This design comes from an exercise in tuning for small area on the open sky130 flow, not from production work. The RTL was checked by simulation tests, not by an equivalence proof against the original design. Power and IR drop assume default switching activity.

==> flow/design.v (excerpt) <==
module chan_top (
	input  wire logic                       wb_clk,
	input  wire logic                       rst_n_i,
	input  wire logic                       reg_we_i,
	input  wire logic [4-1:0]      reg_adr_i,
	input  wire logic [16-1:0]         reg_dat_i,
	output logic [16-1:0]              reg_dat_o,
	input  wire logic                       adc_vld_i,
	input  wire logic [4*12-1:0]   adc_dat_i,
	output logic [16-1:0]              tx_dat_o,
	output logic                            tx_k_o,
	output logic                            tx_vld_o,
	input  wire logic                       tx_rdy_i
);
Size: ~2300 cells after synthesis, ~710 flip-flops.
export LEC_CHECK = 0
export CAP_MARGIN = 10
export CORE_MARGIN = 2
export CORE_UTILIZATION = 65
export CTS_CLUSTER_DIAMETER = 100
export CTS_CLUSTER_SIZE = 28
export PLACE_DENSITY = 0.68
export SETUP_SLACK_MARGIN = 0.1
export SLEW_MARGIN = 10
export SYNTH_HIERARCHICAL = 1
create_clock -name core_clock -period 5.0 [get_ports {wb_clk}]
standard.sh (not shown) runs the stock make flow with config.mk's settings and CLKGATE_MAP_FILE= SYNTH_SCRIPT=/design/flow/synth_recipe.tcl, a recipe that flattens the netlist after the stock synthesis.
==> flow/flow/run.sh <==
#!/bin/bash
# Layout flow: the standard layout (standard.sh) with two changes.
#  1. Synthesis maps the logic with an area-oriented ABC script (flow/area.abc)
#     instead of ORFS's speed script. Everything else in synthesis is the standard flow's
#     own script (synth_recipe.tcl): same passes, same flip-flop mapping, same
#     flattening and renaming, so the registers are the standard ones.
#  2. The port buffers are sky130_fd_sc_hd__buf_1 (every input and output
#     port still gets one) instead of the delay cell buffer_ports picks.
# Each tool's output goes to a log file in this folder; ORFS's own per-step
# logs are under orfs/logs/.
set -euo pipefail
here=$(pwd)

# ORFS synth.tcl with the ABC script swapped after the preamble has set it up
orfs_synth="$FLOW_HOME/scripts/synth.tcl"
anchor='source $::env(SCRIPTS_DIR)/synth_preamble.tcl'
grep -qF "$anchor" "$orfs_synth"
awk -v anchor="$anchor" -v abc="$here/flow/area.abc" '
	{ print }
	$0 == anchor { print "lset abc_args 1 " abc }
' "$orfs_synth" > "$here/area_synth.tcl"
grep -q "lset abc_args 1 $here/flow/area.abc" "$here/area_synth.tcl"

# The standard flow's synthesis script, sourcing that copy instead of ORFS's synth.tcl
sed 's#^source $::env(SCRIPTS_DIR)/synth.tcl$#source '"$here"'/area_synth.tcl#' \
	"$here/synth_recipe.tcl" > "$here/area_synth_recipe.tcl"
grep -q "^source $here/area_synth.tcl\$" "$here/area_synth_recipe.tcl"

BUFFER_PORTS_ARGS="-buffer_cell sky130_fd_sc_hd__buf_1" \
	bash "$here/standard.sh" SYNTH_SCRIPT="$here/area_synth_recipe.tcl" finish \
	> "$here/standard_finish.log" 2>&1

test -s "$here/out/final.def"
==> flow/flow/area.abc <==
&get -n
&st
&syn2
&dch
&nf -a -R 1000
&put
topo
stime -c
Change:
--- a/flow/config.mk
+++ b/flow/config.mk
@@ -13 +13 @@
-export PLACE_DENSITY = 0.68
+export PLACE_DENSITY = 0.75
- The new run passed the timing, DRC and antenna checks
- power does not change
- routed wire length does not change
- sequential share of layout area stays the same
- clock-buffer cell count does not change
Change:
--- a/flow/config.mk
+++ b/flow/config.mk
@@ -8 +8 @@
-export CAP_MARGIN = 10
+export CAP_MARGIN = 20
@@ -11,3 +11,3 @@
-export CTS_CLUSTER_DIAMETER = 100
-export CTS_CLUSTER_SIZE = 28
-export PLACE_DENSITY = 0.75
+export CTS_CLUSTER_DIAMETER = 120
+export CTS_CLUSTER_SIZE = 30
+export PLACE_DENSITY = 0.68
@@ -15 +15 @@
-export SLEW_MARGIN = 10
+export SLEW_MARGIN = 20
Effect:
- fmax shrinks by 1.0%
- clock power shrinks by about 4%
- power shrinks by 0.81%
Change:
--- a/flow/config.mk
+++ b/flow/config.mk
@@ -8 +8 @@
-export CAP_MARGIN = 20
+export CAP_MARGIN = 5
@@ -11,2 +11,2 @@
-export CTS_CLUSTER_DIAMETER = 120
-export CTS_CLUSTER_SIZE = 30
+export CTS_CLUSTER_DIAMETER = 80
+export CTS_CLUSTER_SIZE = 26
@@ -15 +15 @@
-export SLEW_MARGIN = 20
+export SLEW_MARGIN = 5
Result:
- hold slack is better by 7.2 ps
- worst setup slack gains 46 ps
- sequential power stays flat
- wire length decreases by about 0.46%
- global-route usage rises by 0.23 points
- final area rose by 0.47%
- via count fell by 0.42%
- combinational power hardly moves
- core utilization went up by 0.35 points
- register-to-register slack is better by 50 ps

========
Another version of the RTL of chan_top (not shown whole).
Size in the first run: roughly 2,400 cells after synthesis, ~710 flip-flops, ~110 I/O pins, ~27,000 um2 of cells after synthesis.
Settings: LEC_CHECK=0, CAP_MARGIN=20, CORE_MARGIN=2, CORE_UTILIZATION=65, CTS_CLUSTER_DIAMETER=100, CTS_CLUSTER_SIZE=30, PLACE_DENSITY=0.68, SETUP_SLACK_MARGIN=0.05, SLEW_MARGIN=20, SYNTH_HIERARCHICAL=1; clock period 5.0 ns.
==> flow/flow/area.abc <==
strash
ifraig
dc2
dch -f
amap
topo
stime -c
Scripts as last shown in full above: flow/flow/run.sh
Next try:
==> flow/flow/area.abc (replaced) <==
strash
dch
amap
topo
stime -c
- CTS_CLUSTER_SIZE: 30 -> 28
After rerunning: Worst setup slack gains 0.047 ns; register-to-register slack improves by 0.05 ns; cell area goes up slightly.
Next try:
==> flow/flow/area.abc (replaced) <==
strash
dc2
dch
amap
topo
stime -c
The new run completed with no timing, DRC or antenna violations.
Maximum frequency is about the same.
Worst setup slack improved by 0.0094 ns.
Power stays flat.
Routed wire length came out higher by 11%.
Combinational power came out lower by about 4%.
Next try:
==> flow/flow/area.abc (replaced) <==
&get -n
&st
&syn2
&dch
&nf -a -R 1000
&put
topo
stime -c
What happened:
- routed wire length rose by 3.4%
- power rose by about 0.54%
- utilization rose by 0.86 points
- sequential cell count stays the same
- worst setup slack gets worse by 0.14 ns
- synthesized area fell by 0.50%
- clock skew rose by 0.0060 ns
- maximum frequency fell by 2.8%
- clock power stays flat
- synthesized cell count fell by 5.4%
- cell count fell by 4.3%

========
== alpha ==
chan_top, a different RTL version from the one above (not shown whole).
Size in the first run: ~2,400 cells after synthesis, ~700 flip-flops, ~27,000 um2 of cells after synthesis.
// chan_top
module chan_top (
	input  wire logic                       wb_clk,
	input  wire logic                       rst_n_i,
	input  wire logic                       reg_we_i,
	input  wire logic [4-1:0]      reg_adr_i,
	input  wire logic [16-1:0]         reg_dat_i,
	output logic [16-1:0]              reg_dat_o,
	input  wire logic                       adc_vld_i,
	input  wire logic [4*12-1:0]   adc_dat_i,
	output logic [16-1:0]              tx_dat_o,
	output logic                            tx_k_o,
	output logic                            tx_vld_o,
	input  wire logic                       tx_rdy_i
);
	function automatic logic [15:0] inc16(input logic [15:0] a, input logic ci);
		logic c;
		logic [15:0] s;
		c = ci;
		for (int i = 0; i < 16; i++) begin
			s[i] = a[i] ^ c;
			c = a[i] & c;
		end
		inc16 = s;
	endfunction
	function automatic logic [3:0] updn4(input logic [3:0] q, input logic up, input logic dn);
		logic u, d;
		logic [3:0] t;
		u = up & ~dn;
		d = dn & ~up;
		for (int i = 0; i < 4; i++) begin
			t[i] = u | d;
			u = u & q[i];
			d = d & ~q[i];
		end
		updn4 = q ^ t;
	endfunction
  ...
clock: 5.0 ns
lec_check: 0
cap_margin: 20
core_margin: 2
core_utilization: 65
cts_cluster_diameter: 100
cts_cluster_size: 28
place_density: 0.68
setup_slack_margin: 0
slew_margin: 20
synth_hierarchical: 1
==> flow/flow/area.abc <==
strash
ifraig
dc2
dch -f
amap
topo
stime -c
Scripts as last shown in full above: flow/flow/run.sh
alpha reached the end of the flow, and the finished layout is clean on the timing, DRC and antenna checks.
Relative to alpha, the following input files were edited for beta:
- SETUP_SLACK_MARGIN now 0.05, was 0
==> flow/flow/area.abc <==
strash
dch
amap
topo
stime -c
Results
- beta: ratio of routed vias to standard cells lower than alpha
- Compared with alpha, beta shows a higher final worst-path cycle share.
- | final area | lower: alpha |
- sky130_fd_sc_hd__dfxtp_1 as the cell with the largest stage delay on the worst path was reported by alpha, and sky130_fd_sc_hd__fa_1 by beta.
- Per the comparison of beta with alpha, fmax lost about 2.7%, number of cells on the worst reg-to-reg path picked up an extra 15.
- After synthesis and placement, the instance count of beta is above that of alpha.
- Looking at routing usage on met2, beta sits 9.3 points lower than alpha does.

========
Starting RTL as in the previous note.
## chan_top
module chan_top (
	input  wire logic                       wb_clk,
	input  wire logic                       rst_n_i,
	input  wire logic                       reg_we_i,
	input  wire logic [4-1:0]      reg_adr_i,
	input  wire logic [16-1:0]         reg_dat_i,
	output logic [16-1:0]              reg_dat_o,
	input  wire logic                       adc_vld_i,
	input  wire logic [4*12-1:0]   adc_dat_i,
	output logic [16-1:0]              tx_dat_o,
	output logic                            tx_k_o,
	output logic                            tx_vld_o,
	input  wire logic                       tx_rdy_i
);
	function automatic logic [15:0] inc16(input logic [15:0] a, input logic ci);
		logic c;
		logic [15:0] s;
		c = ci;
		for (int i = 0; i < 16; i++) begin
			s[i] = a[i] ^ c;
			c = a[i] & c;
		end
		inc16 = s;
	endfunction
	function automatic logic [3:0] updn4(input logic [3:0] q, input logic up, input logic dn);
		logic u, d;
		logic [3:0] t;
		u = up & ~dn;
		d = dn & ~up;
		for (int i = 0; i < 4; i++) begin
			t[i] = u | d;
			u = u & q[i];
			d = d & ~q[i];
		end
		updn4 = q ^ t;
	endfunction
  ...
==> flow/config.mk <==
export PLATFORM = sky130hd
export DESIGN_NAME = chan_top
export DESIGN_NICKNAME = chan_top
export VERILOG_FILES = /design/flow/design.v
export SDC_FILE = /design/flow/constraint.sdc
export NUM_CORES = 4
export LEC_CHECK = 0
export CAP_MARGIN = 20
export CORE_MARGIN = 2
export CORE_UTILIZATION = 65
export CTS_CLUSTER_DIAMETER = 100
export CTS_CLUSTER_SIZE = 30
export PLACE_DENSITY = 0.68
export SETUP_SLACK_MARGIN = 0.05
export SLEW_MARGIN = 20
export SYNTH_HIERARCHICAL = 1
==> flow/constraint.sdc <==
create_clock -name core_clock -period 5.0 [get_ports {wb_clk}]
set_input_delay 1.0000 -clock core_clock [delete_from_list [all_inputs] [get_ports {wb_clk}]]
set_output_delay 1.0000 -clock core_clock [all_outputs]
set_load 0.01 [all_outputs]
==> flow/flow/area.abc <==
strash
ifraig
dc2
dch -f
amap
topo
stime -c
Scripts as last shown in full above: flow/flow/run.sh
The starting point completed without violations.
Then changed:
CTS_CLUSTER_SIZE = 28   (was 30)
The changed run finished with timing, DRC and antenna clean.
Final cell count barely changes.
Synthesized cell count is unchanged.
Wire length is lower by 0.38%.
Hold slack gets worse by 0.0038 ns.
Synthesized area stays the same.

[what the ideal ports hide]
How much do the figures lean on ideal ports? The routed layouts below were timed once more, with nothing changed but the port constraints. Step 1 (the two cells are an assumption about what drives the block):
set clk [get_ports {wb_clk}]
set_driving_cell -lib_cell sky130_fd_sc_hd__clkbuf_16 $clk
set_driving_cell -lib_cell sky130_fd_sc_hd__buf_2 [delete_from_list [all_inputs] $clk]
Step 2 adds t to the input delays and takes it off the output delays; t is the mean of the earliest and latest rising clock arrival at the registers after step 1. Input paths then give back, and output paths get back, about the clock's delay inside the block. Slacks: ideal ports / drivers / drivers and shift; pairs: ideal ports / drivers.
run | t (ns) | slack for setup (ns) | worst hold slack (ns) | slew at the worst register clock pin (ns) | pins driven straight from the clock port
the first run of note 1 | 0.670 | 0.239 / 0.239 / 0.078 | 0.420 / 0.420 / 0.420 | 0.12 / 0.12 | 1
the second run of note 1 | 0.670 | 0.239 / 0.239 / 0.078 | 0.420 / 0.420 / 0.420 | 0.12 / 0.12 | 1
the third run of note 1 | 0.671 | 0.191 / 0.191 / 0.011 | 0.421 / 0.421 / 0.421 | 0.12 / 0.12 | 1
the fourth run of note 1 | 0.644 | 0.237 / 0.237 / 0.036 | 0.428 / 0.428 / 0.428 | 0.11 / 0.11 | 1
the first run of note 2 | 0.661 | 0.231 / 0.231 / -0.201 | 0.430 / 0.430 / 0.430 | 0.12 / 0.12 | 1
the second run of note 2 | 0.672 | 0.278 / 0.278 / -0.287 | 0.444 / 0.444 / 0.444 | 0.12 / 0.12 | 1
the third run of note 2 | 0.690 | 0.288 / 0.288 / -0.284 | 0.408 / 0.408 / 0.408 | 0.11 / 0.11 | 1
the fourth run of note 2 | 0.674 | 0.153 / 0.153 / -0.079 | 0.443 / 0.443 / 0.443 | 0.12 / 0.12 | 1
alpha | 0.677 | 0.249 / 0.249 / -0.175 | 0.441 / 0.441 / 0.441 | 0.12 / 0.12 | 1
beta | 0.663 | 0.118 / 0.118 / -0.490 | 0.447 / 0.447 / 0.447 | 0.11 / 0.11 | 1
the first run of note 4 | 0.689 | 0.276 / 0.276 / -0.231 | 0.444 / 0.444 / 0.444 | 0.12 / 0.12 | 1
the second run of note 4 | 0.675 | 0.289 / 0.289 / -0.196 | 0.441 / 0.441 / 0.441 | 0.12 / 0.12 | 1
With both steps, setup timing fails in 8 of these runs, where it was met with ideal ports. For beta, which loses most, drivers alone change the setup slack by 0.000 ns; drivers and shift together by -0.608 ns.
